Source: an optimization exercise on an open RTL-to-GDS flow (aim: small area, a short achievable clock period and few clock cycles per item). Production flows keep margins and buffers that such runs may drop.
Function was checked by simulation only, so behaviour that the tests miss may differ from the original.
Power is estimated from default activity; no workload was simulated.

### flow/config.mk
export PLATFORM = sky130hd
export DESIGN_NAME = stream_byte_reassembler_core
export DESIGN_NICKNAME = stream_byte_reassembler_core
export VERILOG_FILES = /design/flow/design.v
export SDC_FILE = /design/flow/constraint.sdc
export NUM_CORES = 4
export LEC_CHECK = 0
export CAP_MARGIN = 20
export CORE_MARGIN = 2
export CORE_UTILIZATION = 40
export CTS_BUF_LIST = sky130_fd_sc_hd__clkbuf_4 sky130_fd_sc_hd__clkbuf_8 sky130_fd_sc_hd__clkbuf_16
export CTS_CLUSTER_DIAMETER = 60
export CTS_CLUSTER_SIZE = 24
export SETUP_SLACK_MARGIN = 3.2
export SLEW_MARGIN = 20
export TNS_END_PERCENT = 50
### flow/constraint.sdc
create_clock -name core_clock -period 6.0 [get_ports {clk}]
set_input_delay 1.2000 -clock core_clock [delete_from_list [all_inputs] [get_ports {clk}]]
set_output_delay 1.2000 -clock core_clock [all_outputs]
set_load 0.01 [all_outputs]
### flow/design.v
package sbr_pkg;
	localparam int WINDOW  = 64;
	localparam int IW      = $clog2(WINDOW);
	localparam int POS_W   = 32;
	localparam int BYTE_W  = 8;
	localparam int SPACE_W = 7;
endpackage
import sbr_pkg::*;
module stream_byte_reassembler_core (
	input  logic               clk,
	input  logic               arst_n,
	input  logic               req_valid,
	output logic               req_stall,
	input  logic               kind,
	input  logic [POS_W-1:0]   stream_index,
	input  logic [BYTE_W-1:0]  data_byte,
	input  logic               ends_stream,
	input  logic [SPACE_W-1:0] downstream_space,
	output logic               rsp_valid,
	input  logic               rsp_stall,
	output logic               out_valid,
	output logic [BYTE_W-1:0]  out_byte,
	output logic               last_of_run,
	output logic [SPACE_W-1:0] pending_count,
	output logic               stream_closed
);
	function automatic logic [IW-1:0] pe64(input logic [WINDOW-1:0] x);
		logic [WINDOW-1:0]      v;
		logic [WINDOW*IW-1:0]   ix;
		logic [WINDOW-1:0]      nv;
		logic [WINDOW*IW-1:0]   nix;
		begin
			v  = x;
			ix = '0;
			for (int l = 0; l < IW; l++) begin
				nv  = '0;
				nix = '0;
				for (int i = 0; i < (WINDOW >> (l + 1)); i++) begin
					nv[i] = v[2*i] | v[2*i+1];
					for (int b = 0; b < IW; b++) begin
						if (b < l)
							nix[i*IW+b] = v[2*i] ? ix[(2*i)*IW+b] : ix[(2*i+1)*IW+b];
						else if (b == l)
							nix[i*IW+b] = !v[2*i];
					end
				end
				v  = nv;
				ix = nix;
			end
			pe64 = ix[IW-1:0];
		end
	endfunction
	logic              qv_q;
	logic              qkind_q;
	logic [IW-1:0]     qplo_q;
	logic [SPACE_W-1:0] qd_q;
	logic              qsmall_q;
	logic [BYTE_W-1:0] qbyte_q;
	logic [SPACE_W-1:0] qroom_q;
	logic [POS_W-1:0]  next_q;
	logic [WINDOW-1:0] rel_q;
	logic [BYTE_W-1:0] ring_q [WINDOW];
	logic [POS_W-1:0]  end_q;
	logic              end_known_q;
	logic              blk_q;       
	logic              em_q;
	logic [SPACE_W-1:0] ra_q;
	logic              r1v_q, r1d_q, r1l_q, r1f_q, r1nm_q, r1s_q, r1pcl_q;
	logic [BYTE_W-1:0] r1b_q;
	logic [IW-1:0]     r1rk_q;
	logic [SPACE_W-1:0] r1er_q;
	logic              r2v_q, r2d_q, r2l_q, r2f_q, r2nm_q, r2s_q, r2pcl_q;
	logic [BYTE_W-1:0] r2b_q;
	logic [IW-1:0]     r2k_q;
	logic [SPACE_W-1:0] r2er_q;
	logic              ov_q;
	logic              od_q;
	logic [BYTE_W-1:0] ob_q;
	logic              ol_q;
	logic [SPACE_W-1:0] op_q;
	logic              oc_q;
	logic              o_free, r2_move, r2_free, r1_move, r1_free;
	logic              do_proc, do_emit, take, adv;
	assign o_free    = !ov_q || !rsp_stall;
	assign r2_move   = r2v_q && o_free;
	assign r2_free   = !r2v_q || o_free;
	assign r1_move   = r1v_q && r2_free;
	assign r1_free   = !r1v_q || r2_free;
	assign do_emit   = em_q && r1_free;
	assign do_proc   = qv_q && !em_q && !blk_q && r1_free;
	assign take      = req_valid && !req_stall;
	logic              sta_q, stb_q;
	logic              qv_n, em_n, blk_n, r1v_n, r2v_n, ov_n;
	assign req_stall = sta_q || (stb_q && rsp_stall);
	logic [IW-1:0]     h, d6;
	logic              closed, in_range, in_win, st0, nm;
	logic              z0, z1, nonempty, last0, last_e;
	logic [WINDOW-1:0] ddec, setv;
	logic [SPACE_W-1:0] room1;
	logic [BYTE_W-1:0] rd_byte;
	assign h      = next_q[IW-1:0];
	assign d6     = qd_q[IW-1:0];
	assign closed = oc_q;
	assign in_range = !qkind_q && qsmall_q && !qd_q[IW];
	assign in_win   = !closed && in_range && (qd_q < qroom_q);
	assign st0      = in_win && (d6 == '0);
	assign nm       = in_win && !rel_q[d6];
	assign room1    = qroom_q - SPACE_W'(1);
	always_comb begin
		for (int i = 0; i < WINDOW; i++) begin
			ddec[i] = (d6 == IW'(i));
		end
	end
	assign setv = ddec & {WINDOW{in_win && !em_q}};
	assign z0       = !(rel_q[0] || (in_range && (d6 == IW'(0)))) || (qroom_q == '0);
	assign z1       = !(rel_q[1] || (in_range && (d6 == IW'(1)))) || (qroom_q == SPACE_W'(1));
	assign nonempty = !closed && !z0;
	assign last0    = closed || z0 || z1;
	assign last_e   = (ra_q == SPACE_W'(1)) || !rel_q[1];
	logic [SPACE_W-1:0] er;
	logic               er_small;
	logic [POS_W-SPACE_W-1:0] nh, nh1;
	assign nh       = next_q[POS_W-1:SPACE_W];
	assign nh1      = nh + 1'b1;
	assign er       = end_q[SPACE_W-1:0] - next_q[SPACE_W-1:0];
	assign er_small = (end_q[SPACE_W-1:0] < next_q[SPACE_W-1:0]) ? (end_q[POS_W-1:SPACE_W] == nh1)
	                                                           : (end_q[POS_W-1:SPACE_W] == nh);
	assign rd_byte = ring_q[h];
	assign adv     = (do_proc && nonempty) || do_emit;
	logic [WINDOW-1:0] kdec, kz;
	always_comb begin
		for (int i = 0; i < WINDOW; i++) begin
			kdec[i] = (r1rk_q == IW'(i));
		end
	end
	assign kz = ~rel_q | kdec;
	logic [SPACE_W-1:0] kfull, pa_new;
	logic               cl_new;
	assign kfull  = {1'b0, r2k_q} + SPACE_W'(r2s_q);
	assign pa_new = op_q + SPACE_W'(r2nm_q) - kfull;
	assign cl_new = oc_q || (r2pcl_q && (r2er_q == kfull));
	logic [SPACE_W-1:0]  lo, dn;
	logic                eqa, eqb, sn;
	assign lo  = stream_index[SPACE_W-1:0] - next_q[SPACE_W-1:0];
	assign eqa = (stream_index[POS_W-1:SPACE_W] == nh);
	assign eqb = (stream_index[POS_W-1:SPACE_W] == nh1);
	always_comb begin
		sn = (stream_index[SPACE_W-1:0] >= next_q[SPACE_W-1:0]) ? eqa : eqb;
		dn = lo;
		if (adv) begin
			dn = lo - SPACE_W'(1);
			sn = (sn && (lo != '0)) || (eqb && (lo == '0));
		end
	end
	always_comb begin
		qv_n  = take ? 1'b1 : do_proc ? 1'b0 : qv_q;
		em_n  = do_proc ? !last0 : do_emit ? !last_e : em_q;
		blk_n = do_proc ? (!closed && end_known_q && er_small)
		                : (r2_move && r2f_q && r2pcl_q) ? 1'b0 : blk_q;
		r1v_n = (do_proc || do_emit) ? 1'b1 : r1_move ? 1'b0 : r1v_q;
		r2v_n = r1_move ? 1'b1 : r2_move ? 1'b0 : r2v_q;
		ov_n  = r2_move ? 1'b1 : !rsp_stall ? 1'b0 : ov_q;
	end
	always_ff @(posedge clk or negedge arst_n) begin
		if (!arst_n) begin
			qv_q        <= 1'b0;
			next_q      <= '0;
			rel_q       <= '0;
			end_known_q <= 1'b0;
			blk_q       <= 1'b0;
			em_q        <= 1'b0;
			r1v_q       <= 1'b0;
			r2v_q       <= 1'b0;
			ov_q        <= 1'b0;
			sta_q       <= 1'b0;
			stb_q       <= 1'b0;
			op_q        <= '0;
			oc_q        <= 1'b0;
		end else begin
			qv_q  <= qv_n;
			em_q  <= em_n;
			blk_q <= blk_n;
			r1v_q <= r1v_n;
			r2v_q <= r2v_n;
			ov_q  <= ov_n;
			sta_q <= qv_n && (em_n || blk_n);
			stb_q <= qv_n && r1v_n && r2v_n && ov_n;
			if (take && ends_stream) begin
				end_known_q <= 1'b1;
			end
			if (adv) begin
				next_q <= next_q + POS_W'(1);
			end
			if (do_proc || do_emit) begin
				rel_q <= adv ? ((rel_q | setv) >> 1) : (rel_q | setv);
			end
			if (r2_move && r2f_q) begin
				op_q <= pa_new;
				oc_q <= cl_new;
			end
		end
	end
	always_ff @(posedge clk) begin
		if (qv_q && !em_q && in_win) ring_q[qplo_q] <= qbyte_q;
	end
	always_ff @(posedge clk) begin
		if (take) begin
			qkind_q  <= kind;
			qplo_q   <= stream_index[IW-1:0];
			qd_q     <= dn;
			qsmall_q <= sn;
			qbyte_q  <= data_byte;
			qroom_q  <= (downstream_space > SPACE_W'(WINDOW)) ? SPACE_W'(WINDOW) : downstream_space;
			if (ends_stream) end_q <= stream_index + POS_W'(!kind);
		end else if (adv) begin
			qd_q <= qd_q - SPACE_W'(1);
			if (qd_q == '0) qsmall_q <= 1'b0;
		end
		if (do_proc) begin
			ra_q    <= room1;
			r1d_q   <= nonempty;
			r1b_q   <= !nonempty ? '0 : st0 ? qbyte_q : rd_byte;
			r1l_q   <= last0;
			r1f_q   <= 1'b1;
			r1nm_q  <= nm;
			r1s_q   <= nonempty;
			r1pcl_q <= !closed && end_known_q && er_small;
			r1er_q  <= er;
			r1rk_q  <= room1[IW-1:0];
		end else if (do_emit) begin
			ra_q    <= ra_q - SPACE_W'(1);
			r1d_q   <= 1'b1;
			r1b_q   <= rd_byte;
			r1l_q   <= last_e;
			r1f_q   <= 1'b0;
		end
		if (r1_move) begin
			r2d_q   <= r1d_q;
			r2b_q   <= r1b_q;
			r2l_q   <= r1l_q;
			r2f_q   <= r1f_q;
			r2nm_q  <= r1nm_q;
			r2s_q   <= r1s_q;
			r2pcl_q <= r1pcl_q;
			r2er_q  <= r1er_q;
			r2k_q   <= r1s_q ? pe64(kz) : '0;
		end
		if (r2_move) begin
			od_q <= r2d_q;
			ob_q <= r2b_q;
			ol_q <= r2l_q;
		end
	end
	assign rsp_valid     = ov_q;
	assign out_valid     = od_q;
	assign out_byte      = ob_q;
	assign last_of_run   = ol_q;
	assign pending_count = op_q;
	assign stream_closed = oc_q;
endmodule
### flow/run.sh
#!/bin/bash
# synth_recipe.tcl (not shown) runs the flow's synth.tcl, then flattens the netlist and writes it again
# the make line also repeats each setting of config.mk as NAME=value (left out here)
make -C /OpenROAD-flow-scripts/flow DESIGN_CONFIG=/design/flow/config.mk WORK_HOME=/design/flow/orfs CLKGATE_MAP_FILE= SYNTH_SCRIPT=/design/flow/synth_recipe.tcl finish
==> results of run 1 <==
-- stage by stage --
stage | hold slack, ns | instance area [um^2] | worst slack (ns) | instances | power (mW)
6_report | 0.424 | 42500 | 2.95 | 3772 | 10.0
5_1_grt | 0.429 | 42500 | 2.93 | 3772 | 10.3
4_1_cts | 0.424 | 40900 | 2.84 | 3683 | 10.0
3_5_place_dp | 0.405 | 37400 | 1.56 | 3510 | 6.09
3_3_place_gp | 0.405 | 37400 | 1.64 | 3510 | 6.08
2_1_floorplan | 0.400 | 35700 | 2.75 | 2400 | 5.96
-- path summary, 6_finish.rpt --
| path | startpoint | endpoint | slack [ns] | depth (start not counted) |
|---|---|---|---|---|
| setup / recovery | next_q[0] | sta_q | 2.95 | 14 |
| hold reg to reg | r1d_q | r2d_q | 0.42 | 0 |
| setup reg to reg | next_q[0] | sta_q | 2.95 | 14 |
| min in group asynchronous | arst_n | rel_q[36] | 0.69 | 1 |
| max in group asynchronous | arst_n | next_q[1] | 4.18 | 2 |
| hold / removal | r1d_q | r2d_q | 0.42 | 0 |
-- timing repair --
item                                    4_1_cts  5_1_grt
resized for setup                           189      173
setup buffers                                67       77
pin swaps                                    38       46
gates cloned                                  7       12
endpoints found under the setup margin      691      397
-- layer usage --
| layer | routed length, um | GRT usage (%) | vias to the layer above |
|---|---|---|---|
| met5 | 0 | 0 | - |
| met4 | 2610 | 5.15 | 0 |
| met1 | 40300 | 29.3 | 11600 |
| met2 | 47100 | 33.3 | 1026 |
| met3 | 7200 | 3.02 | 161 |
| li1 | - | - | 9792 |
-- cell families (layout without fill, tap and decap cells) --
| group | after synthesis | after routing | share of synthesized area (%) |
|---|---|---|---|
| muxes | 196 | 196 | 12.3 |
| AOI/OAI and AO/OA | 449 | 451 | 8.19 |
| and+or+nand+nor | 554 | 554 | 8.05 |
| DFF | 758 | 758 | 62.8 |
| buffers and inverters | 216 | 431 | 2.47 |
| adders and majority gates | 51 | 51 | 1.86 |
| xor gates and xnor gates | 176 | 176 | 4.36 |
-- power breakdown --
group	switching [mW]	total [mW]	leakage, nW	internal (mW)
clock network	2.04	3.99	0.930	1.94
logic	0.188	0.303	6.41	0.115
registers	0.0150	5.71	7.01	5.69
total	2.25	10.0	14.4	7.75
-- sequential cells by signal, summed over array words and instances (netlist names), 6 cells and up --
register  flops
next_q       32
qd_q          7
end_q        32
ra_q          7
r2b_q         8
r1b_q         8
rel_q        64
r1er_q        7
ring_q      512
op_q          7
qbyte_q       8
r2er_q        7
qplo_q        6
r2k_q         6
r1rk_q        6
ob_q          8
qroom_q       7
-- synth_stat cells (all sizes together) (57+ instances only) --
| cell type | number |
|---|---|
| nand2 | 132 |
| edfxtp | 644 |
| xor2 | 57 |
| inv | 65 |
| o21ai | 88 |
| nor2 | 136 |
| buf | 61 |
| dfrtp | 113 |
| mux4 | 189 |
| clkbuf | 90 |
| a21oi | 148 |
| xnor2 | 119 |
-- area by class of cell --
| cell class | count | area, um^2 |
|---|---|---|
| inverters | 65 | 283 |
| fillers | 7333 | 44700 |
| well taps | 1155 | 1450 |
| repair buffers | 267 | 3080 |
| clock buffers | 58 | 1410 |
| clock inverters | 41 | 499 |
| flip-flops and latches | 758 | 22200 |
| multi-input cells | 1428 | 13500 |
==> run_results.csv, run 1 <==
group,metric,value,unit
drt,totalWireLength,97200,um
cells_and_area,drive_gt1_share,27.9,%
sta,fin_skew,0.0294,ns
cts,cts_buffers,54,
cells_and_area,final_cell_mix,"644 x edfxtp_1, 189 x mux4_2, 141 x a21oi_1",
cts,clock-sinks,758,
global_route,grt_pass1_wl,141000,um
sta,clock.fmax,328,MHz
yosys,yosys_register_bits,758,
sta,period_needed,3.05,ns
job,maxCapViolCount,0,
critical_path,end_kind,"flop",
yosys,avgSynthCellArea,14.7,um^2
yosys,netlist_area,0.0353,mm^2
cts,clk_latency,0.65,ns
drt,post_drt_wl_per_cell,25.8,um
yosys,synth_ff_type,"edfxtp_1",
sta,max_slew_margin,31.2,%
yosys,synthArstFlopShare,14.9,%
sta,worst_pin_slew,1.03,ns
placed_design,hpwl,60900,um
drt,drt_iter0_markers,2508,
cts,cts_hold_buf,0,
cells_and_area,antenna_cells,0,
critical_path,cp_common_cell,"buf_6",
critical_path,arrival,3.58,ns
cts,cts_root_buffer,"clkbuf_16",
yosys,synthCells,2400,
critical_path,crit_type,"flop to flop",
floorplanning,die_y,301,um
floorplanning,io_pins,73,
yosys,synth_edf_count,644,
critical_path,slowest_stage,"dfrtp_4",
yosys,synth_nets,2503,
critical_path,path_cells,"buf_12 -> buf_12 -> ha_4 -> nand2b_4 -> a21o_1 -> buf_6 -> a21o_4 -> buf_6 -> buf_6 -> a211o_1 -> a22oi_2 -> nand4_1 -> buf_6 -> o41ai_4",
floorplanning,start_util,40.5,%
cells_and_area,final_common_cell,"edfxtp_1",
yosys,yosysUniqueCellTypes,85,
global_route,grt_util_all_layers,20.6,%
critical_path,crit_buf_inv,6,
yosys,yosysSeqAreaShare,62.8,%
worst_hold_path,worstHoldPathType,"flop to flop",
global_route,antenna_found_initial,2,
yosys,yosysWarningCount,1,
sta,tns,0,ns
sta,rsz0062_at_grt,"yes",
cts,cts.clk_slew.worst_paths,0.08,ns
pwr,ir_worst_vdd,0.000309,V
critical_path,slowest_delay,0.51,ns
yosys,synth_top_area_share,54.7,%
sta,setup_viol,0,
critical_path,start_kind,"flop",
placed_design,io_buffers,72,
sta,post-route-period-util,50.8,%
pwr,cellPowerDensity,235,mW/mm^2
cts,clockBufferDepth,3,
global_route,grt_pass1_vias,21600,
cells_and_area,area_growth,20.2,%
drt,postRouteAntennaNets,0,
floorplanning,fp-row-count,108,
floorplanning,die_w,301,um
global_route,grt_overflow,0,
drt,drt_pre_antenna_iters,6,
critical_path,cp.required,6.54,ns
cells_and_area,layout.nets,2677,
drt,vias,22500,
drt,avgViaCountPerCell,5.98,
cts,cts_tree,"yes",
floorplanning,core_area,0.0872,mm^2
sta,maxSlewViolCount,0,
critical_path,critPathTopFamily,"compound AO/OA/AOI/OAI gates",
pwr,p_leak,14.4,nW
global_route,grt_max_degree,74,
yosys,ys_top_cells_by_area,"edfxtp_1 55%, mux4_2 12%, dfrtp_1 8.0%",
critical_path,path_max_fanout,6,
drt,route.detailed.drc,0,
yosys,yosysTopAreaCell,"edfxtp_1",
cells_and_area,final_core_util,48.7,%
run_status,status,"no timing/DRC/antenna violations",
placed_design,gp_routability_congestion,0.935,
sta,hold_violations,0,
floorplanning,die_area,0.0907,mm^2
cts,htreeDepth,2,
Testbench counts, summed over its fixed seeds: cycles 14,740, items 9,629.
==> run 2, diff against run 1 <==
--- a/flow/config.mk
+++ b/flow/config.mk
@@ -13,4 +13,3 @@
 export CTS_CLUSTER_SIZE = 24
-export SETUP_SLACK_MARGIN = 3.2
+export SETUP_SLACK_MARGIN = 3.0
 export SLEW_MARGIN = 20
-export TNS_END_PERCENT = 50
==> run_results.csv, run 2 <==
group,metric,value,unit
placed_design,hpwl,61700,um
placed_design,io_buffers,72,
critical_path,end_kind,"flop",
placed_design,gp_routability_congestion,0.957,
cells_and_area,antenna_cells,0,
sta,post-route-period-util,51.0,%
yosys,synth_top_area_share,54.7,%
global_route,grt_pass1_wl,144000,um
cts,htreeDepth,2,
cts,clk_latency,0.63,ns
floorplanning,fp-row-count,108,
sta,setup_viol,0,
yosys,yosysTopAreaCell,"edfxtp_1",
cts,cts_hold_buf,0,
critical_path,cp.required,6.38,ns
yosys,yosys_register_bits,758,
worst_hold_path,worstHoldPathType,"flop to flop",
drt,vias,22300,
floorplanning,die_y,301,um
cts,cts.clk_slew.worst_paths,0.09,ns
critical_path,arrival,3.44,ns
sta,clock.fmax,327,MHz
cells_and_area,largest_reg_flops,512,
sta,hold_violations,0,
global_route,antenna_found_initial,0,
cts,cts_buffers,52,
global_route,grt_max_degree,74,
yosys,synth_top_family_by_area,"multiplexers",
cells_and_area,drive_gt1_share,24.8,%
yosys,synth_fa_ha_area_share,1.86,%
floorplanning,start_util,40.5,%
yosys,yosysUniqueCellTypes,85,
yosys,synth_common_cells,"644 x edfxtp_1, 189 x mux4_2, 148 x a21oi_1",
cts,cts_root_buffer,"clkbuf_16",
cells_and_area,top_regs,"ring_q (512), rel_q (64)",
yosys,netlist_area,0.0353,mm^2
global_route,grt_overflow,0,
cells_and_area,fillerInstances,7419,
yosys,synth_edf_count,644,
placed_design,placed_cells,3507,
cts,clock-sinks,758,
yosys,synth.most_common_cell,"edfxtp_1",
drt,totalWireLength,95700,um
job,maxCapViolCount,0,
yosys,synthArstFlopShare,14.9,%
cells_and_area,final_cell_mix,"644 x edfxtp_1, 189 x mux4_2, 141 x a21oi_1",
floorplanning,die_w,301,um
yosys,ys_top_cells_by_area,"edfxtp_1 55%, mux4_2 12%, dfrtp_1 8.0%",
drt,route.detailed.drc,0,
yosys,synth_compound_area_share,8.19,%
floorplanning,die_area,0.0907,mm^2
cells_and_area,area_growth,16.8,%
pwr,ir_worst_vdd,0.000205,V
yosys,yosysWarningCount,1,
global_route,grt_pass1_vias,21800,
cells_and_area,layout.nets,2602,
sta,maxSlewViolCount,0,
pwr,p_leak,13.7,nW
pwr,cellPowerDensity,239,mW/mm^2
sta,fin_skew,0.0346,ns
yosys,synth_simple_gate_area_share,8.05,%
drt,avgViaCountPerCell,6.04,
sta,tns,0,ns
drt,drt_pre_antenna_iters,6,
cts,clockBufferDepth,3,
sta,max_slew_margin,42.7,%
yosys,synth_xor_area_share,4.36,%
drt,drt_iter0_markers,2770,
critical_path,path_max_fanout,7,
sta,rsz0062_at_grt,"yes",
drt,postRouteAntennaNets,0,
cells_and_area,layout.cells.non_filler,3692,
floorplanning,io_pins,73,
cells_and_area,regMostFlops,"ring_q",
cts,cts_tree,"yes",
yosys,synth_ff_type,"edfxtp_1",
floorplanning,core_area,0.0872,mm^2
critical_path,start_kind,"flop",
run_status,status,"no timing/DRC/antenna violations",
critical_path,crit_type,"flop to flop",
yosys,avgSynthCellArea,14.7,um^2
yosys,synthMuxAreaShare,12.3,%
yosys,synthCells,2400,
sta,period_needed,3.06,ns
yosys,yosysSeqAreaShare,62.8,%
drt,post_drt_wl_per_cell,25.9,um
sta,worst_pin_slew,0.859,ns
yosys,synth_nets,2503,
global_route,grt_util_all_layers,20.8,%
cells_and_area,final_common_cell,"edfxtp_1",
critical_path,regToRegSetupSlack,2.94,ns
-- run 2: cells by family (layout without fill, tap and decap cells) --
logic type | after synthesis | count (layout)
multiplexers | 196 | 196
XOR/XNOR | 176 | 176
AO/OA/AOI/OAI | 449 | 450
buffers and inverters | 216 | 351
adder cells (fa/ha/maj) | 51 | 51
AND/OR/NAND/NOR | 554 | 555
flip-flops | 758 | 758
-- run 2: area by class of cell --
class | count | area, um^2 | share of cell area (%)
clock inverter | 37 | 479 | 1.16
sequential | 758 | 22200 | 53.8
inverter | 65 | 267 | 0.646
clock buffer | 55 | 1350 | 3.27
timing repair buffer | 194 | 2160 | 5.23
tap | 1155 | 1450 | 3.50
multi-input combinational | 1428 | 13400 | 32.4
-- run 2: metal layers --
| layer | track usage (%) | routed length, um | vias to the layer above |
|---|---|---|---|
| li1 | - | - | 9628 |
| met1 | 30.0 | 40200 | 11500 |
| met2 | 33.6 | 46100 | 1011 |
| met3 | 2.94 | 7120 | 145 |
| met4 | 4.73 | 2210 | 0 |
| met5 | 0 | 0 | - |
-- run 2: power breakdown --
part | switching (mW) | total [mW] | internal, mW | leakage, nW
Sequential | 0.0163 | 5.71 | 5.69 | 7.01
Combinational | 0.183 | 0.287 | 0.104 | 5.78
Clock | 2.01 | 3.89 | 1.87 | 0.891
-- run 2: final timing paths --
kind                       cells after the start    endpoint  startpoint
max                                            9    r1b_q[0]   next_q[0]
min                                            0   r2er_q[2]   r1er_q[2]
max reg2reg                                    9    r1b_q[0]   next_q[0]
min reg2reg                                    0   r2er_q[2]   r1er_q[2]
max in group asynchronous                      3  next_q[10]      arst_n
min in group asynchronous                      1   rel_q[41]      arst_n
-- run 2: timing repair --
action                     CTS  global route
resized for setup          273            59
setup endpoints to repair  718           439
cloned                       9             1
buffers inserted            57            23
pin swaps                   35            23
-- run 2: metrics by stage --
step	utilization, %	setup WS (ns)	power [mW]	cell area, um^2	hold slack, ns
floorplan	-	2.75	5.95	35600	0.400
global placement	42.8	1.16	6.08	37300	0.406
detailed placement	42.8	1.12	6.09	37300	0.406
CTS	46.8	2.91	9.93	40700	0.404
global route	47.3	2.90	10.1	41300	0.411
finish	47.3	2.94	9.88	41300	0.395
-- run 2: worst max-delay path, cell delays in order, from the launching register on --
cell and delay [ns]:
dfrtp_4 0.45, buf_12 0.14, buf_12 0.15, buf_16 0.15
mux4_2 0.56, mux4_2 0.55, mux4_2 0.56, buf_6 0.15
nand2_2 0.05, o21ai_2 0.05
==> run 3, diff against run 2 <==
--- a/flow/config.mk
+++ b/flow/config.mk
@@ -13,3 +13,3 @@
 export CTS_CLUSTER_SIZE = 24
-export SETUP_SLACK_MARGIN = 3.0
+export SETUP_SLACK_MARGIN = 3.1
 export SLEW_MARGIN = 20
==> run_results.csv, run 3 <==
group,metric,value,unit
cells_and_area,final_cell_mix,"644 x edfxtp_1, 189 x mux4_2, 142 x a21oi_1",
floorplanning,core_area,0.0872,mm^2
floorplanning,start_util,40.5,%
cells_and_area,antenna_cells,0,
drt,postRouteAntennaNets,0,
yosys,synth_ff_type,"edfxtp_1",
floorplanning,fp-row-count,108,
yosys,ys_top_cells_by_area,"edfxtp_1 55%, mux4_2 12%, dfrtp_1 8.0%",
critical_path,setup.worst_path.start,"next_q[0]",
pwr,p_int,7.74,mW
placed_design,placed_cells,3509,
pwr,cellPowerDensity,237,mW/mm^2
drt,drt_pre_antenna_iters,6,
placed_design,placed_cell_area,0.0373,mm^2
yosys,synth_edf_count,644,
sta,clock.fmax,313,MHz
drt,vias,22500,
critical_path,path_cells,"buf_12 -> buf_12 -> buf_12 -> buf_16 -> mux4_2 -> mux4_2 -> mux4_2 -> a22oi_2 -> o21ai_2",
yosys,synth_top_area_share,54.7,%
placed_design,dp_slack,1.56,ns
cts,cts.clk_slew.worst_paths,0.08,ns
critical_path,cp.required,6.38,ns
pwr,combPwrFrac,2.9,%
global_route,grt_max_degree,75,
yosys,yosysWarningCount,1,
sta,worst_pin_slew,0.831,ns
yosys,synthCells,2400,
placed_design,io_buffers,72,
placed_design,hpwl,60800,um
global_route,grt_util_all_layers,21.1,%
cells_and_area,final_common_cell,"edfxtp_1",
global_route,grt_pass1_wl,144000,um
floorplanning,io_pins,73,
critical_path,start_kind,"flop",
drt,drt_iter0_markers,2597,
sta,fin_skew,0.0241,ns
drt,route.detailed.drc,0,
cells_and_area,final_core_util,48.5,%
drt,totalWireLength,97000,um
pwr,p_switching,2.27,mW
cells_and_area,layout.cells.non_filler,3747,
sta,rsz0062_at_grt,"yes",
critical_path,end_kind,"flop",
pwr,p_sw_share,22.7,%
cells_and_area,fillerInstances,7299,
drt,avgViaCountPerCell,6.01,
critical_path,slowest_delay,0.55,ns
cells_and_area,largest_reg_flops,512,
yosys,yosysSeqAreaShare,62.8,%
critical_path,r2r_cells,9,
sta,post-route-period-util,53.2,%
cts,cts_tree,"yes",
sta,timing.hold.ws,0.424,ns
pwr,ir_worst_vdd,0.000215,V
global_route,antenna_found_initial,0,
drt,post_drt_wl_per_cell,25.9,um
cells_and_area,regMostFlops,"ring_q",
drt,highest_layer,"met4",
sta,tns,0,ns
critical_path,crit_type,"flop to flop",
critical_path,arrival,3.57,ns
sta,setup_viol,0,
cts,cts_root_buffer,"clkbuf_16",
cts,clock-sinks,758,
drt,met2WireLength,46900,um
yosys,synthArstFlopShare,14.9,%
yosys,avgSynthCellArea,14.7,um^2
worst_hold_path,hp-start,"r1er_q[2]",
cts,clockBufferDepth,3,
drt,met3_length,7690,um
cts,htreeDepth,2,
cells_and_area,top_regs,"ring_q (512), rel_q (64)",
worst_hold_path,hold_depth,0,
cells_and_area,multiInputGateArea,0.0135,mm^2
pwr,p_leak,14.2,nW
yosys,yosys_register_bits,758,
cts,cts_buffers,55,
sta,postLayoutSetupSlackWorst,2.81,ns
critical_path,slowest_stage,"mux4_2",
worst_hold_path,worstHoldPathType,"flop to flop",
cells_and_area,fin_area,0.0422,mm^2
placed_design,gp_routability_congestion,0.945,
sta,max_slew_margin,43.9,%
job,maxCapViolCount,0,
cells_and_area,layout.nets,2651,
sta,hold_violations,0,
floorplanning,die_y,301,um
pwr,seqPwrFrac,57.0,%
floorplanning,die_area,0.0907,mm^2
yosys,netlist_area,0.0353,mm^2
run_status,status,"no timing/DRC/antenna violations",
critical_path,r2r_start,"next_q[0]",
yosys,yosysTopAreaCell,"edfxtp_1",
cells_and_area,area_growth,19.6,%
yosys,synth.most_common_cell,"edfxtp_1",
global_route,grt_pass1_vias,21900,
cells_and_area,ff_latch_area,0.0222,mm^2
drt,wl_met1,40400,um
critical_path,path_max_fanout,7,
yosys,synth_nets,2503,
sta,maxSlewViolCount,0,
cells_and_area,drive_gt1_share,26.8,%
yosys,yosysUniqueCellTypes,85,
floorplanning,die_w,301,um
sta,period_needed,3.19,ns
pwr,p_total,10.0,mW
yosys,synth_common_cells,"644 x edfxtp_1, 189 x mux4_2, 148 x a21oi_1",
cts,clk_latency,0.65,ns
global_route,grt_overflow,0,
pwr,p_clk_share,40.0,%
==> run 3: power by group through the flow <==
stage	clock network (mW)	registers (mW)	logic (mW)
after floorplan	0	5.83	0.120
after global placement	0	5.83	0.255
after detailed placement	0	5.83	0.260
after CTS	4.09	5.71	0.280
after global routing	4.29	5.71	0.316
final	4.01	5.71	0.293
==> run 3: final timing paths <==
check / endpoint / slack [ns]
worst min register to register: r2er_q[2] / 0.42
max in group asynchronous: next_q[24] / 4.26
worst max-delay path: r1b_q[7] / 2.81
worst max register to register: r1b_q[7] / 2.81
min in group asynchronous: rel_q[53] / 0.56
worst min-delay path: r2er_q[2] / 0.42
==> run 3: timing repair <==
item,4_1_cts,5_1_grt
pin swaps,38,35
gates resized for setup,276,78
endpoints found under the hold margin,0,0
hold buffers,0,0
gates cloned,14,3
setup endpoints to repair,677,357
setup buffers,82,38
==> run 3: cells by family (layout without fill, tap and decap cells) <==
family          after synthesis  count (layout)  share of synthesized area [%]
compound gates              449             449                           8.19
mux                         196             196                           12.3
flops                       758             758                           62.8
buf+inv                     216             408                           2.47
simple gates                554             554                           8.05
fa+ha+maj                    51              51                           1.86
xor+xnor                    176             176                           4.36
==> run 3: layer usage <==
metal  GRT usage, %  vias to the layer above
met5              0                        -
met4           4.22                        0
met3           3.24                      145
met2           34.4                     1032
met1           30.2                    11600
li1               -                     9750
==> run 3: layout make-up <==
| type | count | area share, % |
|---|---|---|
| multi-input cells | 1426 | 31.9 |
| repair buffers | 242 | 6.80 |
| well taps | 1155 | 3.42 |
| clock inverters | 39 | 1.10 |
| flip-flops and latches | 758 | 52.6 |
| clock buffers | 62 | 3.49 |
| inverters | 65 | 0.649 |
==> run 3: worst max-delay path, delay by kind of cell, from the launching register on <==
family	cells	cell delay, ns
mux	3	1.54
buf+inv	4	0.56
compound gates	2	0.34
flops	1	0.49
==> run 4, diff against run 3 <==
--- a/flow/design.v
+++ b/flow/design.v
@@ -106,3 +106,3 @@
 	assign st0      = in_win && (d6 == '0);
-	assign nm       = in_win && !rel_q[d6];
+	assign nm       = in_win && !(|(rel_q & ddec));
 	assign room1    = qroom_q - SPACE_W'(1);
--- a/flow/config.mk
+++ b/flow/config.mk
@@ -13,3 +13,3 @@
 export CTS_CLUSTER_SIZE = 24
-export SETUP_SLACK_MARGIN = 3.1
+export SETUP_SLACK_MARGIN = 3.0
 export SLEW_MARGIN = 20
==> run_results.csv, run 4 <==
group,metric,value,unit
critical_path,cp.depth,9,
floorplanning,die_area,0.0909,mm^2
floorplanning,die_y,302,um
yosys,synth_fa_ha_area_share,1.87,%
sta,tns,0,ns
sta,period_needed,3.12,ns
yosys,yosys_register_bits,758,
drt,postRouteAntennaNets,0,
yosys,yosysTopAreaCell,"edfxtp_1",
cells_and_area,layout.nets,2691,
cts,clk_latency,0.71,ns
pwr,p_leak,13.6,nW
critical_path,cp.required,6.39,ns
sta,post-route-period-util,52.0,%
critical_path,path_cells,"buf_2 -> and4_1 -> or3_4 -> or4_4 -> and2_4 -> or4b_4 -> nor3_2 -> xor2_1 -> a21oi_1",
drt,met3_length,7140,um
sta,max_slew_margin,35.0,%
yosys,synthMuxAreaShare,10.3,%
cts,cts_root_buffer,"clkbuf_16",
floorplanning,start_util,40.2,%
yosys,synth.most_common_cell,"edfxtp_1",
yosys,synth_xor_area_share,4.52,%
cells_and_area,largest_reg_flops,512,
pwr,cellPowerDensity,409,mW/mm^2
placed_design,io_buffers,72,
pwr,ir_worst_vdd,0.000337,V
critical_path,crit_buf_inv,1,
yosys,synth_ff_type,"edfxtp_1",
sta,worst_pin_slew,0.974,ns
cts,cts.clk_slew.worst_paths,0.08,ns
yosys,avgSynthCellArea,14.2,um^2
job,maxCapViolCount,0,
global_route,antenna_found_initial,3,
placed_design,placed_cell_area,0.0373,mm^2
sta,clock.fmax,320,MHz
global_route,grt_max_degree,128,
yosys,synthArstFlopShare,14.9,%
drt,wl_met1,42900,um
critical_path,crit_type,"input port to flop",
drt,drt_iter0_markers,2651,
cts,cts_hold_buf,0,
yosys,yosysSeqAreaShare,62.7,%
drt,highest_layer,"met5",
yosys,synth_top_area_share,54.6,%
yosys,synth_edf_count,644,
cells_and_area,drive_gt1_share,22.6,%
cells_and_area,fillerInstances,7574,
drt,vias,23000,
cts,cts_buffers,60,
cts,cts_tree,"yes",
floorplanning,fp-row-count,109,
yosys,synth_compound_area_share,9.28,%
yosys,synth_common_cells,"644 x edfxtp_1, 203 x a21oi_1, 186 x nand2_1",
critical_path,critPathTopFamily,"simple AND/OR/NAND/NOR gates",
cells_and_area,final_cell_mix,"644 x edfxtp_1, 191 x a21oi_1, 180 x nand2_1",
sta,setup_viol,0,
cts,htreeDepth,2,
drt,route.detailed.drc,0,
cells_and_area,regMostFlops,"ring_q",
sta,rsz0062_at_grt,"yes",
drt,avgViaCountPerCell,6.05,
yosys,synth_nets,2600,
sta,maxSlewViolCount,0,
placed_design,gp_routability_congestion,0.931,
cts,clockBufferDepth,3,
critical_path,endpoint,"qd_q[5]",
sta,hold_violations,0,
critical_path,setup.worst_path.start,"rsp_stall",
critical_path,slowest_delay,0.53,ns
cts,clock-sinks,758,
yosys,yosysUniqueCellTypes,87,
floorplanning,core_area,0.0881,mm^2
floorplanning,io_pins,73,
cells_and_area,antenna_cells,0,
yosys,synth_top_family_by_area,"multiplexers",
yosys,ys_top_cells_by_area,"edfxtp_1 55%, mux4_2 10%, dfrtp_1 8.0%",
yosys,netlist_area,0.0354,mm^2
drt,met2WireLength,47200,um
pwr,p_total,17.0,mW
critical_path,path_max_fanout,8,
floorplanning,die_w,302,um
yosys,synthCells,2496,
critical_path,arrival,3.51,ns
global_route,grt_overflow,0,
critical_path,r2r_start,"qroom_q[0]",
drt,totalWireLength,99800,um
global_route,grt_pass1_wl,147000,um
drt,drt_pre_antenna_iters,6,
cells_and_area,final_common_cell,"edfxtp_1",
run_status,status,"no timing/DRC/antenna violations",
placed_design,hpwl,64200,um
critical_path,r2r_cells,9,
global_route,grt_pass1_vias,22200,
worst_hold_path,worstHoldPathType,"flop to flop",
critical_path,slowest_stage,"or4b_4",
critical_path,start_kind,"input port",
critical_path,regToRegSetupSlack,2.90,ns
drt,post_drt_wl_per_cell,26.2,um
yosys,synth_simple_gate_area_share,8.92,%
cells_and_area,top_regs,"ring_q (512), rel_q (64)",
sta,fin_skew,0.108,ns
cells_and_area,fin_area,0.0416,mm^2
cells_and_area,area_growth,17.4,%
critical_path,r2r-end,"qd_q[5]",
global_route,grt_util_all_layers,21.4,%
yosys,yosysWarningCount,1,
critical_path,end_kind,"flop",
run 4: per-layer routing:
layer  track usage, %  vias to the layer above
li1                 -                     9995
met1             31.1                    11900
met2             34.0                      966
met3             3.21                      170
met4             5.14                        6
met5                0                        -
run 4: metrics by stage:
step	util [%]	instances	setup WS, ns	hold slack [ns]
after floorplan	-	2496	2.43	0.400
after global placement	42.4	3607	1.10	0.409
after detailed placement	42.4	3607	1.14	0.407
after CTS	46.5	3777	2.92	0.416
after global routing	47.2	3803	2.81	0.419
final	47.2	3803	2.88	0.415
run 4: cell type report:
cell class / instances / area [um^2] / share of cell area [%]
Multi-Input combinational cell: 1522 / 13500 / 32.5
Clock inverter: 51 / 647 / 1.56
Timing Repair Buffer: 189 / 2000 / 4.82
Sequential cell: 758 / 22200 / 53.5
Inverter: 56 / 219 / 0.527
Clock buffer: 62 / 1520 / 3.66
Tap cell: 1165 / 1460 / 3.51
run 4: repair_timing:
action | CTS | global route
endpoints found under the setup margin | 660 | 380
setup buffers | 55 | 21
pin swaps | 24 | 19
cloned | 2 | 5
resized for setup | 247 | 75
run 4: kinds of logic after synthesis:
logic type      count (synthesis)
buf+inv                       218
compound gates                502
fa+ha+maj                      51
mux                           165
flops                         758
xor+xnor                      181
simple gates                  621
run 4: how the worst min path moves through the flow:
| stage | startpoint | endpoint | slack, ns | depth (start not counted) |
|---|---|---|---|---|
| 6_report | r1er_q[1] | r2er_q[1] | 0.41 | 0 |
| 5_1_grt | r1er_q[1] | r2er_q[1] | 0.42 | 0 |
| 4_1_cts | r1er_q[1] | r2er_q[1] | 0.42 | 0 |
| 3_5_place_dp | r1b_q[5] | r2b_q[5] | 0.41 | 0 |
| 3_3_place_gp | r2b_q[7] | ob_q[7] | 0.41 | 0 |
| 2_1_floorplan | r2b_q[0] | ob_q[0] | 0.40 | 0 |
run 4: report_power, final:
part | switching (mW) | internal [mW] | total, mW
Sequential | 0.430 | 6.21 | 6.64
Clock | 2.27 | 2.03 | 4.30
Combinational | 3.30 | 2.76 | 6.06
Total | 6.00 | 11.0 | 17.0
Testbench counts of run 4, summed over its fixed seeds: cycles 14,740, items 9,629.
==> run 5, diff against run 4 <==
--- a/flow/design.v
+++ b/flow/design.v
@@ -106,3 +106,3 @@
 	assign st0      = in_win && (d6 == '0);
-	assign nm       = in_win && !(|(rel_q & ddec));
+	assign nm       = in_win && !rel_q[d6];
 	assign room1    = qroom_q - SPACE_W'(1);
--- a/flow/config.mk
+++ b/flow/config.mk
@@ -7,3 +7,3 @@
 export LEC_CHECK = 0
-export CAP_MARGIN = 20
+export CAP_MARGIN = 5
 export CORE_MARGIN = 2
@@ -14,2 +14,2 @@
 export SETUP_SLACK_MARGIN = 3.0
-export SLEW_MARGIN = 20
+export SLEW_MARGIN = 5
==> run_results.csv, run 5 <==
group,metric,value,unit
run_status,status,"no timing/DRC/antenna violations",
critical_path,arrival,3.55,ns
pwr,ir_worst_vdd,0.000182,V
critical_path,path_max_fanout,7,
floorplanning,die_area,0.0907,mm^2
sta,fin_skew,0.0254,ns
drt,drt_pre_antenna_iters,5,
critical_path,end_kind,"flop",
critical_path,slowest_delay,0.57,ns
drt,vias,22200,
drt,drt_iter0_markers,2842,
sta,setup_viol,0,
floorplanning,core_area,0.0872,mm^2
cells_and_area,area_growth,16.5,%
pwr,p_leak,13.7,nW
critical_path,path_cells,"buf_12 -> buf_12 -> buf_12 -> buf_16 -> mux4_2 -> mux4_2 -> mux4_2 -> a22oi_1 -> o21ai_1",
yosys,netlist_area,0.0353,mm^2
yosys,synth_nets,2503,
placed_design,placed_cell_area,0.0373,mm^2
cts,cts_root_buffer,"clkbuf_16",
floorplanning,die_w,301,um
cells_and_area,ff_latch_area,0.0222,mm^2
drt,postRouteAntennaNets,0,
sta,post-route-period-util,52.7,%
yosys,synth_edf_count,644,
cts,cts_buffers,51,
sta,tns,0,ns
sta,max_slew_margin,8.35,%
cts,cts_tree,"yes",
global_route,met1_usage,30.3,%
cells_and_area,top_regs,"ring_q (512), rel_q (64)",
worst_hold_path,worstHoldPathType,"flop to flop",
global_route,use_met2,33.7,%
yosys,yosysSeqAreaShare,62.8,%
sta,period_needed,3.16,ns
cells_and_area,final_core_util,47.2,%
cts,htreeDepth,2,
cts,cts.clk_slew.worst_paths,0.08,ns
sta,hold_violations,0,
sta,rsz0062_at_grt,"yes",
cells_and_area,multiInputGateArea,0.0132,mm^2
cells_and_area,final_common_cell,"edfxtp_1",
global_route,grt.met3_usage,2.59,%
yosys,ys_top_cells_by_area,"edfxtp_1 55%, mux4_2 12%, dfrtp_1 8.0%",
cells_and_area,antenna_cells,0,
sta,clock.fmax,316,MHz
global_route,grt_pass1_vias,21700,
yosys,synth.most_common_cell,"edfxtp_1",
yosys,yosysUniqueCellTypes,85,
drt,totalWireLength,95400,um
cells_and_area,drive_gt1_share,24.2,%
global_route,grt_pass1_wl,143000,um
cells_and_area,regMostFlops,"ring_q",
cells_and_area,fillerInstances,7447,
job,maxCapViolCount,0,
placed_design,gp_routability_congestion,0.957,
floorplanning,fp-row-count,108,
yosys,yosysTopAreaCell,"edfxtp_1",
global_route,grt_most_used_layer,"met2",
yosys,synth_top_area_share,54.7,%
yosys,yosysWarningCount,1,
cells_and_area,layout.nets,2608,
global_route,grt_overflow,0,
yosys,yosys_register_bits,758,
global_route,antenna_found_initial,1,
sta,worst_pin_slew,1.37,ns
drt,post_drt_wl_per_cell,25.8,um
cts,clockBufferDepth,3,
sta,timing.hold.ws,0.427,ns
placed_design,io_buffers,72,
drt,avgViaCountPerCell,5.99,
yosys,synthArstFlopShare,14.9,%
critical_path,cp.required,6.39,ns
drt,route.detailed.drc,0,
yosys,synthCells,2400,
floorplanning,start_util,40.5,%
floorplanning,die_y,301,um
cts,clk_latency,0.64,ns
cts,cts_hold_buf,0,
yosys,synth_ff_type,"edfxtp_1",
critical_path,slowest_stage,"mux4_2",
global_route,grt_max_degree,74,
critical_path,crit_type,"flop to flop",
yosys,synth_common_cells,"644 x edfxtp_1, 189 x mux4_2, 148 x a21oi_1",
cts,clock-sinks,758,
yosys,avgSynthCellArea,14.7,um^2
global_route,grt_util_all_layers,20.9,%
critical_path,start_kind,"flop",
floorplanning,io_pins,73,
cells_and_area,final_cell_mix,"644 x edfxtp_1, 189 x mux4_2, 142 x a21oi_1",
placed_design,hpwl,61500,um
cells_and_area,largest_reg_flops,512,
pwr,cellPowerDensity,237,mW/mm^2
sta,maxSlewViolCount,0,
cells_and_area,fin_area,0.0411,mm^2
==> run 5: cell types whose count changed after synthesis, sizes merged, moves of 14 or more <==
cell and change:
a311oi -49, nand2 -54, a32oi +14, mux4 +29, a21oi -55, clkbuf -17, o21ai +28
==> run 5: critical path: cells and delay by family, from the launching register on <==
kind	cells	cell delay (ns)
buf+inv	4	0.56
flops	1	0.51
mux	3	1.55
compound gates	2	0.26
==> run 5: worst paths after layout <==
kind / from / endpoint / slack (ns) / depth (start not counted)
min reg2reg: r2l_q / ol_q / 0.43 / 0
max reg2reg: next_q[0] / r1b_q[1] / 2.84 / 9
min: r2l_q / ol_q / 0.43 / 0
max: next_q[0] / r1b_q[1] / 2.84 / 9
max in group asynchronous: arst_n / next_q[19] / 4.03 / 2
min in group asynchronous: arst_n / rel_q[27] / 0.73 / 1
==> run 5: per-stage QoR <==
step / total power, mW / setup WS [ns] / instances
CTS: 9.81 / 2.87 / 3673
floorplan: 5.95 / 2.75 / 2400
global route: 10.0 / 2.72 / 3700
global placement: 6.08 / 1.16 / 3506
finish: 9.74 / 2.84 / 3700
detailed placement: 6.09 / 1.17 / 3506
==> run 5: power breakdown <==
part,switching (mW),internal (mW)
Sequential,0.0185,5.69
Combinational,0.179,0.103
Clock,1.97,1.78
==> run 5: cells by family (layout without fill, tap and decap cells) <==
logic type	count (synthesis)	count (layout)	synth area share (%)
compound gates	449	450	8.19
xor+xnor	176	176	4.36
fa+ha+maj	51	51	1.86
buf+inv	216	359	2.47
flops	758	758	62.8
mux	196	196	12.3
simple gates	554	555	8.05
==> run 5: final cells by class <==
class | count | share of cell area, %
flip-flops and latches | 758 | 54.0
repair buffers | 201 | 5.45
multi-input cells | 1428 | 32.1
clock buffers | 57 | 3.31
well taps | 1155 | 3.51
clock inverters | 36 | 0.937
inverters | 65 | 0.639
==> run 5: repair_timing <==
item | in CTS | in global routing
endpoints found under the setup margin | 701 | 266
gates resized for setup | 243 | 51
setup buffers | 63 | 26
pin swaps | 32 | 15
gates cloned | 11 | 0
==> run 5: layer usage <==
metal,routed length [um],vias to the layer above
li1,-,9646
met1,40900,11400
met2,46100,959
met3,6500,123
met4,1980,2
met5,9,-
Testbench counts of run 5, summed over its fixed seeds: cycles 14,740, items 9,629.
==> run 6, diff against run 5 <==
--- a/flow/design.v
+++ b/flow/design.v
@@ -53,3 +53,2 @@
 	logic              qv_q;
-	logic              qkind_q;
 	logic [IW-1:0]     qplo_q;
@@ -66,4 +65,3 @@
 	logic              em_q;
-	logic [SPACE_W-1:0] ra_q;
-	logic              r1v_q, r1d_q, r1l_q, r1f_q, r1nm_q, r1s_q, r1pcl_q;
+	logic              r1v_q, r1d_q, r1l_q, r1f_q, r1nm_q, r1pcl_q;
 	logic [BYTE_W-1:0] r1b_q;
@@ -71,3 +69,3 @@
 	logic [SPACE_W-1:0] r1er_q;
-	logic              r2v_q, r2d_q, r2l_q, r2f_q, r2nm_q, r2s_q, r2pcl_q;
+	logic              r2v_q, r2d_q, r2l_q, r2f_q, r2nm_q, r2pcl_q;
 	logic [BYTE_W-1:0] r2b_q;
@@ -103,3 +101,3 @@
 	assign closed = oc_q;
-	assign in_range = !qkind_q && qsmall_q && !qd_q[IW];
+	assign in_range = qsmall_q && !qd_q[IW];
 	assign in_win   = !closed && in_range && (qd_q < qroom_q);
@@ -113,3 +111,3 @@
 	end
-	assign setv = ddec & {WINDOW{in_win && !em_q}};
+	assign setv = ddec & {WINDOW{in_win}};
 	assign z0       = !(rel_q[0] || (in_range && (d6 == IW'(0)))) || (qroom_q == '0);
@@ -118,3 +116,3 @@
 	assign last0    = closed || z0 || z1;
-	assign last_e   = (ra_q == SPACE_W'(1)) || !rel_q[1];
+	assign last_e   = (r1rk_q == IW'(1)) || !rel_q[1];
 	logic [SPACE_W-1:0] er;
@@ -138,3 +136,3 @@
 	logic               cl_new;
-	assign kfull  = {1'b0, r2k_q} + SPACE_W'(r2s_q);
+	assign kfull  = {1'b0, r2k_q} + SPACE_W'(r2d_q);
 	assign pa_new = op_q + SPACE_W'(r2nm_q) - kfull;
@@ -193,4 +191,10 @@
 			end
-			if (do_proc || do_emit) begin
-				rel_q <= adv ? ((rel_q | setv) >> 1) : (rel_q | setv);
+			if (do_proc) begin
+				if (nonempty) begin
+					rel_q <= (rel_q | setv) >> 1;
+				end else begin
+					rel_q <= rel_q | setv;
+				end
+			end else if (do_emit) begin
+				rel_q <= rel_q >> 1;
 			end
@@ -207,6 +211,5 @@
 		if (take) begin
-			qkind_q  <= kind;
 			qplo_q   <= stream_index[IW-1:0];
 			qd_q     <= dn;
-			qsmall_q <= sn;
+			qsmall_q <= sn && !kind;
 			qbyte_q  <= data_byte;
@@ -219,3 +222,2 @@
 		if (do_proc) begin
-			ra_q    <= room1;
 			r1d_q   <= nonempty;
@@ -225,3 +227,2 @@
 			r1nm_q  <= nm;
-			r1s_q   <= nonempty;
 			r1pcl_q <= !closed && end_known_q && er_small;
@@ -230,3 +231,3 @@
 		end else if (do_emit) begin
-			ra_q    <= ra_q - SPACE_W'(1);
+			r1rk_q  <= r1rk_q - IW'(1);
 			r1d_q   <= 1'b1;
@@ -242,6 +243,5 @@
 			r2nm_q  <= r1nm_q;
-			r2s_q   <= r1s_q;
 			r2pcl_q <= r1pcl_q;
 			r2er_q  <= r1er_q;
-			r2k_q   <= r1s_q ? pe64(kz) : '0;
+			r2k_q   <= r1d_q ? pe64(kz) : '0;
 		end
==> flow/config.mk (replaced) <==
export PLATFORM = sky130hd
export DESIGN_NAME = stream_byte_reassembler_core
export DESIGN_NICKNAME = stream_byte_reassembler_core
export VERILOG_FILES = /design/flow/design.v
export SDC_FILE = /design/flow/constraint.sdc
export NUM_CORES = 4
export LEC_CHECK = 0
export CAP_MARGIN = 20
export CORE_MARGIN = 2
export CORE_UTILIZATION = 40
export CTS_BUF_LIST = sky130_fd_sc_hd__clkbuf_4 sky130_fd_sc_hd__clkbuf_8
export SETUP_SLACK_MARGIN = 3.0
export SLEW_MARGIN = 20
==> run_results.csv, run 6 <==
group,metric,value,unit
yosys,avgSynthCellArea,14.1,um^2
yosys,synth_edf_count,634,
critical_path,path_cells,"buf_6 -> buf_12 -> buf_16 -> mux4_2 -> mux4_2 -> mux4_2 -> a22o_1",
cts,clockBufferDepth,3,
critical_path,start_kind,"flop",
pwr,ir_worst_vdd,0.000282,V
cts,cts_tree,"yes",
critical_path,path_max_fanout,7,
yosys,yosys_register_bits,748,
drt,drt_pre_antenna_iters,24,
critical_path,arrival,3.66,ns
yosys,synthArstFlopShare,15.1,%
pwr,p_switching,8.11,mW
cts,cts.clk_slew.worst_paths,0.06,ns
pwr,p_clk_share,23.3,%
pwr,p_total,21.2,mW
yosys,synth.most_common_cell,"edfxtp_1",
yosys,synth_ff_type,"edfxtp_1",
critical_path,crit_buf_inv,3,
job,maxCapViolCount,0,
worst_hold_path,hold_depth,0,
sta,max_slew_margin,29.8,%
placed_design,gp_routability_congestion,0.960,
pwr,cellPowerDensity,493,mW/mm^2
cells_and_area,drive_gt1_share,27.4,%
sta,worst_pin_slew,1.05,ns
global_route,grt_max_degree,66,
sta,period_needed,3.09,ns
cts,clock-sinks,748,
placed_design,hpwl,67500,um
drt,totalWireLength,108000,um
drt,post_drt_wl_per_cell,26.8,um
critical_path,slowest_delay,0.57,ns
yosys,synthCells,2542,
sta,tns,0,ns
critical_path,cp.depth,7,
cells_and_area,top_regs,"ring_q (512), rel_q (64)",
pwr,p_leak,14.4,nW
critical_path,cp.required,6.56,ns
critical_path,critPathTopFamily,"multiplexers",
sta,hold_violations,0,
yosys,synth_common_cells,"634 x edfxtp_1, 220 x nor2_1, 189 x mux4_2",
run_status,status,"no timing/DRC/antenna violations",
cells_and_area,final_common_cell,"edfxtp_1",
pwr,p_sw_share,38.2,%
critical_path,r2r-end,"r1b_q[6]",
cells_and_area,ff_latch_area,0.0219,mm^2
cells_and_area,layout.cells.non_filler,4033,
drt,vias,24600,
cells_and_area,largest_reg_flops,512,
floorplanning,die_y,303,um
yosys,ys_top_cells_by_area,"edfxtp_1 53%, mux4_2 12%, dfrtp_1 7.9%",
cells_and_area,fin_area,0.0430,mm^2
pwr,combPwrFrac,42.4,%
sta,setup_viol,0,
critical_path,crit_type,"flop to flop",
critical_path,end_kind,"flop",
sta,clock.fmax,323,MHz
global_route,grt_pass1_vias,23900,
yosys,yosysWarningCount,1,
global_route,grt_pass1_wl,160000,um
cts,cts_buffers,130,
worst_hold_path,hp-start,"r1b_q[1]",
pwr,p_int,13.1,mW
floorplanning,die_w,303,um
yosys,synth_nets,2649,
drt,route.detailed.drc,0,
sta,postLayoutSetupSlackWorst,2.91,ns
drt,postRouteAntennaNets,0,
cells_and_area,multiInputGateArea,0.0142,mm^2
cells_and_area,fillerInstances,7415,
placed_design,io_buffers,72,
cells_and_area,final_cell_mix,"634 x edfxtp_1, 189 x mux4_2, 144 x nor2_1",
worst_hold_path,worstHoldPathType,"flop to flop",
placed_design,placed_cell_area,0.0377,mm^2
critical_path,r2r_start,"next_q[0]",
cts,cts_root_buffer,"clkbuf_8",
cts,clk_latency,0.84,ns
drt,drt_iter0_markers,3043,
floorplanning,core_area,0.0885,mm^2
yosys,netlist_area,0.0357,mm^2
worst_hold_path,holdPathEnd,"r2b_q[1]",
sta,fin_skew,0.0428,ns
sta,post-route-period-util,51.5,%
drt,avgViaCountPerCell,6.10,
cells_and_area,final_core_util,48.6,%
critical_path,cp_common_cell,"mux4_2",
cells_and_area,regMostFlops,"ring_q",
critical_path,regToRegSetupSlack,2.91,ns
sta,timing.hold.ws,0.420,ns
floorplanning,die_area,0.0917,mm^2
global_route,grt_util_all_layers,23.4,%
yosys,yosysTopAreaCell,"edfxtp_1",
critical_path,slowest_stage,"dfrtp_4",
floorplanning,fp-row-count,109,
yosys,yosysUniqueCellTypes,91,
pwr,seqPwrFrac,34.3,%
critical_path,r2r_cells,7,
global_route,grt_overflow,0,
sta,rsz0062_at_grt,"yes",
floorplanning,io_pins,73,
floorplanning,start_util,40.4,%
cells_and_area,area_growth,20.5,%
placed_design,dp_slack,1.28,ns
yosys,synth_top_area_share,53.3,%
sta,maxSlewViolCount,0,
global_route,antenna_found_initial,3,
placed_design,placed_cells,3672,
cells_and_area,layout.nets,2871,
cts,htreeDepth,4,
yosys,yosysSeqAreaShare,61.3,%
run 6: changes by cell type after synthesis, moves of 17 or more:
cell     before  now
xnor2_1     119  102
buf_2        37   11
a22oi_1      28    1
nor2_1      135  220
o21ai_0      79  136
nor3_1       26   56
xor2_1       57   75
a21oi_1     148  131
run 6: what timing repair did:
action                     in CTS  in global routing
setup buffers                  63                 49
pin swaps                      38                 39
resized for setup             282                 78
gates cloned                   12                  1
setup endpoints to repair     668                496
hold buffers                    0                  0
run 6: worst max-delay path by stage:
stage	to	slack (ns)	start
floorplan	qsmall_q	2.82	stream_index[0]
global placement	qsmall_q	1.25	rsp_stall
detailed placement	qsmall_q	1.28	rsp_stall
CTS	qsmall_q	2.89	next_q[7]
global route	r1b_q[6]	2.86	next_q[0]
finish	r1b_q[6]	2.91	next_q[0]
run 6: power groups by stage:
stage                     sequential (mW)  combinational (mW)  clock [mW]
final                                7.28                9.01        4.95
after global routing                 7.31                9.55        5.27
after CTS                            7.23                8.55        5.04
after detailed placement             7.44                7.52           0
after global placement               7.42                7.40           0
after floorplan                      7.05                5.34           0
run 6: metal layers:
metal	up-vias	global-route usage, %	part of all wire (%)
met5	-	0	0.020
met4	4	7.34	3.0
met3	252	5.21	9.5
met2	1521	35.8	46
met1	12400	33.5	42
li1	10400	-	-
run 6: cell families after synthesis:
kind of cell | count (synthesis) | share of synthesized area (%)
AOI/OAI and AO/OA | 495 | 8.89
buffers and inverters | 210 | 2.34
and+or+nand+nor | 661 | 9.08
muxes | 196 | 12.1
adders and majority gates | 55 | 1.98
xor gates and xnor gates | 177 | 4.34
DFF | 748 | 61.3
run 6: final cells by class:
type                            count  area share, %
Tap cell                         1165           3.39
Antenna cell                        2         0.0116
Sequential cell                   748           50.9
Clock buffer                      168           4.91
Inverter                           61          0.581
Clock inverter                     66           1.51
Timing Repair Buffer              238           5.60
Multi-Input combinational cell   1585           33.1
run 6: worst register-to-register path, cell delays in order (launching register included):
cell and delay [ns]:
dfrtp_4 0.57, buf_6 0.18, buf_12 0.10, buf_16 0.13
mux4_2 0.52, mux4_2 0.57, mux4_2 0.53, a22o_1 0.24
Testbench counts of run 6, summed over its fixed seeds: cycles 14,740, items 9,629.
==> run 7, diff against run 6 <==
--- a/flow/config.mk
+++ b/flow/config.mk
@@ -10,3 +10,5 @@
 export CORE_UTILIZATION = 40
-export CTS_BUF_LIST = sky130_fd_sc_hd__clkbuf_4 sky130_fd_sc_hd__clkbuf_8
+export CTS_BUF_LIST = sky130_fd_sc_hd__clkbuf_4 sky130_fd_sc_hd__clkbuf_8 sky130_fd_sc_hd__clkbuf_16
+export CTS_CLUSTER_DIAMETER = 60
+export CTS_CLUSTER_SIZE = 18
 export SETUP_SLACK_MARGIN = 3.0
==> run_results.csv, run 7 <==
group,metric,value,unit
sta,worst_pin_slew,1.02,ns
critical_path,path_max_fanout,6,
drt,postRouteAntennaNets,0,
cells_and_area,fillerInstances,7406,
global_route,grt_overflow,0,
drt,avgViaCountPerCell,6.22,
floorplanning,start_util,40.4,%
sta,tns,0,ns
pwr,combPwrFrac,45.5,%
cts,cts_root_buffer,"clkbuf_16",
cts,cts_buffers,58,
global_route,antenna_found_initial,4,
cts,htreeDepth,2,
floorplanning,die_y,303,um
pwr,p_clk_share,19.1,%
pwr,p_int,12.5,mW
yosys,ys_top_cells_by_area,"edfxtp_1 53%, mux4_2 12%, dfrtp_1 7.9%",
cells_and_area,area_growth,19.0,%
cells_and_area,final_cell_mix,"634 x edfxtp_1, 189 x mux4_2, 143 x nor2_1",
critical_path,end_kind,"flop",
placed_design,io_buffers,72,
yosys,netlist_area,0.0357,mm^2
critical_path,arrival,3.45,ns
cts,clock-sinks,748,
global_route,grt_pass1_vias,23300,
pwr,p_switching,7.91,mW
run_status,status,"no timing/DRC/antenna violations",
floorplanning,fp-row-count,109,
critical_path,start_kind,"flop",
cts,cts_tree,"yes",
sta,maxSlewViolCount,0,
yosys,yosysWarningCount,1,
critical_path,crit_type,"flop to flop",
cells_and_area,final_common_cell,"edfxtp_1",
critical_path,slowest_stage,"mux4_2",
worst_hold_path,worstHoldPathType,"flop to flop",
sta,clock.fmax,325,MHz
yosys,yosysTopAreaCell,"edfxtp_1",
pwr,p_leak,14.1,nW
yosys,synthArstFlopShare,15.1,%
cts,clk_latency,0.69,ns
critical_path,cp_common_cell,"mux4_2",
sta,timing.hold.ws,0.426,ns
pwr,p_total,20.4,mW
sta,setup_viol,0,
global_route,grt_max_degree,66,
global_route,grt_util_all_layers,22.9,%
pwr,cellPowerDensity,481,mW/mm^2
yosys,synthCells,2542,
cts,clockBufferDepth,3,
drt,vias,24300,
pwr,seqPwrFrac,35.4,%
yosys,synth_edf_count,634,
sta,post-route-period-util,51.3,%
pwr,ir_worst_vdd,0.000288,V
floorplanning,io_pins,73,
floorplanning,core_area,0.0885,mm^2
sta,hold_violations,0,
sta,period_needed,3.08,ns
floorplanning,die_w,303,um
placed_design,dp_slack,1.28,ns
worst_hold_path,hold_depth,0,
yosys,synth_common_cells,"634 x edfxtp_1, 220 x nor2_1, 189 x mux4_2",
placed_design,gp_routability_congestion,0.960,
critical_path,r2r_cells,7,
drt,drt_iter0_markers,3045,
yosys,synth_top_area_share,53.3,%
cells_and_area,top_regs,"ring_q (512), rel_q (64)",
yosys,synth_nets,2649,
cts,cts_hold_buf,0,
pwr,p_sw_share,38.7,%
drt,route.detailed.drc,0,
floorplanning,die_area,0.0917,mm^2
drt,drt_pre_antenna_iters,25,
yosys,yosysUniqueCellTypes,91,
cts,cts.clk_slew.worst_paths,0.07,ns
sta,postLayoutSetupSlackWorst,2.92,ns
critical_path,slowest_delay,0.55,ns
cells_and_area,drive_gt1_share,25.9,%
yosys,avgSynthCellArea,14.1,um^2
sta,fin_skew,0.0712,ns
placed_design,hpwl,67500,um
yosys,yosysSeqAreaShare,61.3,%
job,maxCapViolCount,0,
yosys,yosys_register_bits,748,
critical_path,cp.required,6.37,ns
yosys,synth.most_common_cell,"edfxtp_1",
cells_and_area,layout.nets,2814,
critical_path,path_cells,"buf_12 -> buf_12 -> clkbuf_16 -> mux4_2 -> mux4_2 -> mux4_2 -> a22o_1",
cells_and_area,final_core_util,48.1,%
yosys,synth_ff_type,"edfxtp_1",
sta,max_slew_margin,32.0,%
drt,post_drt_wl_per_cell,27.5,um
cells_and_area,regMostFlops,"ring_q",
global_route,grt_pass1_wl,157000,um
drt,totalWireLength,108000,um
cells_and_area,largest_reg_flops,512,
sta,rsz0062_at_grt,"yes",
-- run 7: changes by cell type in the layout (fill, tap and decap cells not counted), sizes merged, moves of 3 or more --
cell	previous run	this run
bufinv	7	1
clkinvlp	2	5
clkbuf	168	74
clkinv	46	11
dlygate4sd2	13	4
buf	167	175
clkdlybuf4s50	49	55
-- run 7: critical path: cells and delay by family (launching register included) --
| kind | cells | cell delay [ns] |
|---|---|---|
| buf+inv | 3 | 0.48 |
| flops | 1 | 0.45 |
| mux | 3 | 1.64 |
| compound gates | 1 | 0.20 |
-- run 7: per-layer routing --
metal	GRT usage, %	up-vias	share of wire [%]	wire length [um]
li1	-	10200	-	-
met1	33.3	12300	41	44200
met2	35.6	1496	46	49300
met3	4.04	236	9.7	10500
met4	6.51	4	3.4	3650
met5	0	-	0.020	22
-- run 7: metrics by stage --
| step | instance area, um^2 | instances |
|---|---|---|
| 3_3_place_gp | 37700 | 3672 |
| 6_report | 42500 | 3908 |
| 2_1_floorplan | 35800 | 2542 |
| 3_5_place_dp | 37700 | 3672 |
| 5_1_grt | 42500 | 3908 |
| 4_1_cts | 41600 | 3847 |
-- run 7: final cells by class --
type | count | area, um^2 | share of cell area [%]
Clock buffer | 67 | 1530 | 3.59
Sequential cell | 748 | 21900 | 51.5
Multi-Input combinational cell | 1585 | 14400 | 33.8
Tap cell | 1165 | 1460 | 3.43
Timing Repair Buffer | 253 | 2640 | 6.21
Inverter | 61 | 248 | 0.582
Clock inverter | 28 | 373 | 0.877
Antenna cell | 1 | 2.50 | 0.00588
-- run 7: cells by family (layout without fill, tap and decap cells) --
logic type	count (synthesis)	count (layout)	synth area share, %
other cells	0	1	0
compound gates	495	495	8.89
buf+inv	210	409	2.34
flops	748	748	61.3
xor+xnor	177	177	4.34
simple gates	661	662	9.08
fa+ha+maj	55	55	1.98
mux	196	196	12.1
-- run 7: final timing paths --
kind	from	slack, ns	endpoint
worst max-delay path	next_q[0]	2.92	r1b_q[5]
worst min-delay path	r2b_q[6]	0.43	ob_q[6]
worst max register to register	next_q[0]	2.92	r1b_q[5]
worst min register to register	r2b_q[6]	0.43	ob_q[6]
max in group asynchronous	arst_n	4.30	next_q[9]
min in group asynchronous	arst_n	0.59	rel_q[6]
-- run 7: power groups by stage --
stage | logic (mW) | registers (mW) | clock network, mW
final | 9.30 | 7.24 | 3.91
after CTS | 8.63 | 7.21 | 3.98
after global routing | 9.85 | 7.28 | 4.16
after floorplan | 5.34 | 7.05 | 0
after detailed placement | 7.52 | 7.44 | 0
after global placement | 7.40 | 7.42 | 0
-- run 7: what timing repair did --
item	in CTS	in global routing
gates cloned	12	6
setup buffers	68	54
endpoints found under the setup margin	662	358
pin swaps	40	44
gates resized for setup	284	101

==> afterwards: timing with drivers on the ports <==
No port has a modelled driver above. Below, the same layouts with a new extraction and two added sets of constraints.
Step 1: set_driving_cell puts a clkbuf_16 on clk and a buf_2 on each other input, an assumption about the parent block.
Step 2 times the ports against the registers' clock, not the clock port: input delays grow and output delays shrink by t, the midpoint of the rising clock arrivals with the driver on.
Slacks: no drivers / after step 1 / after step 2; pairs: no drivers / after step 1.
run | shift t [ns] | setup WS [ns] | worst setup path at the end | clock arrival spread, ns | pins driven straight from the clock port
run 1 | 0.699 | 2.954 / 2.954 / 2.369 | input to register | 0.031 / 0.030 | 1
run 2 | 0.678 | 2.940 / 2.940 / 2.401 | input to register | 0.039 / 0.039 | 1
run 3 | 0.702 | 2.808 / 2.808 / 2.302 | input to register | 0.026 / 0.026 | 1
run 4 | 0.722 | 2.879 / 2.893 / 2.171 | input to register | 0.110 / 0.110 | 1
run 5 | 0.685 | 2.836 / 2.836 / 2.367 | input to register | 0.033 / 0.033 | 1
run 6 | 0.875 | 2.908 / 2.908 / 2.101 | input to register | 0.045 / 0.046 | 1
run 7 | 0.708 | 2.920 / 2.920 / 2.312 | input to register | 0.083 / 0.083 | 1
After both steps setup and hold are still met in every run listed. For run 6, which loses most, drivers alone change the setup slack by 0.000 ns; drivers and shift together by -0.807 ns.
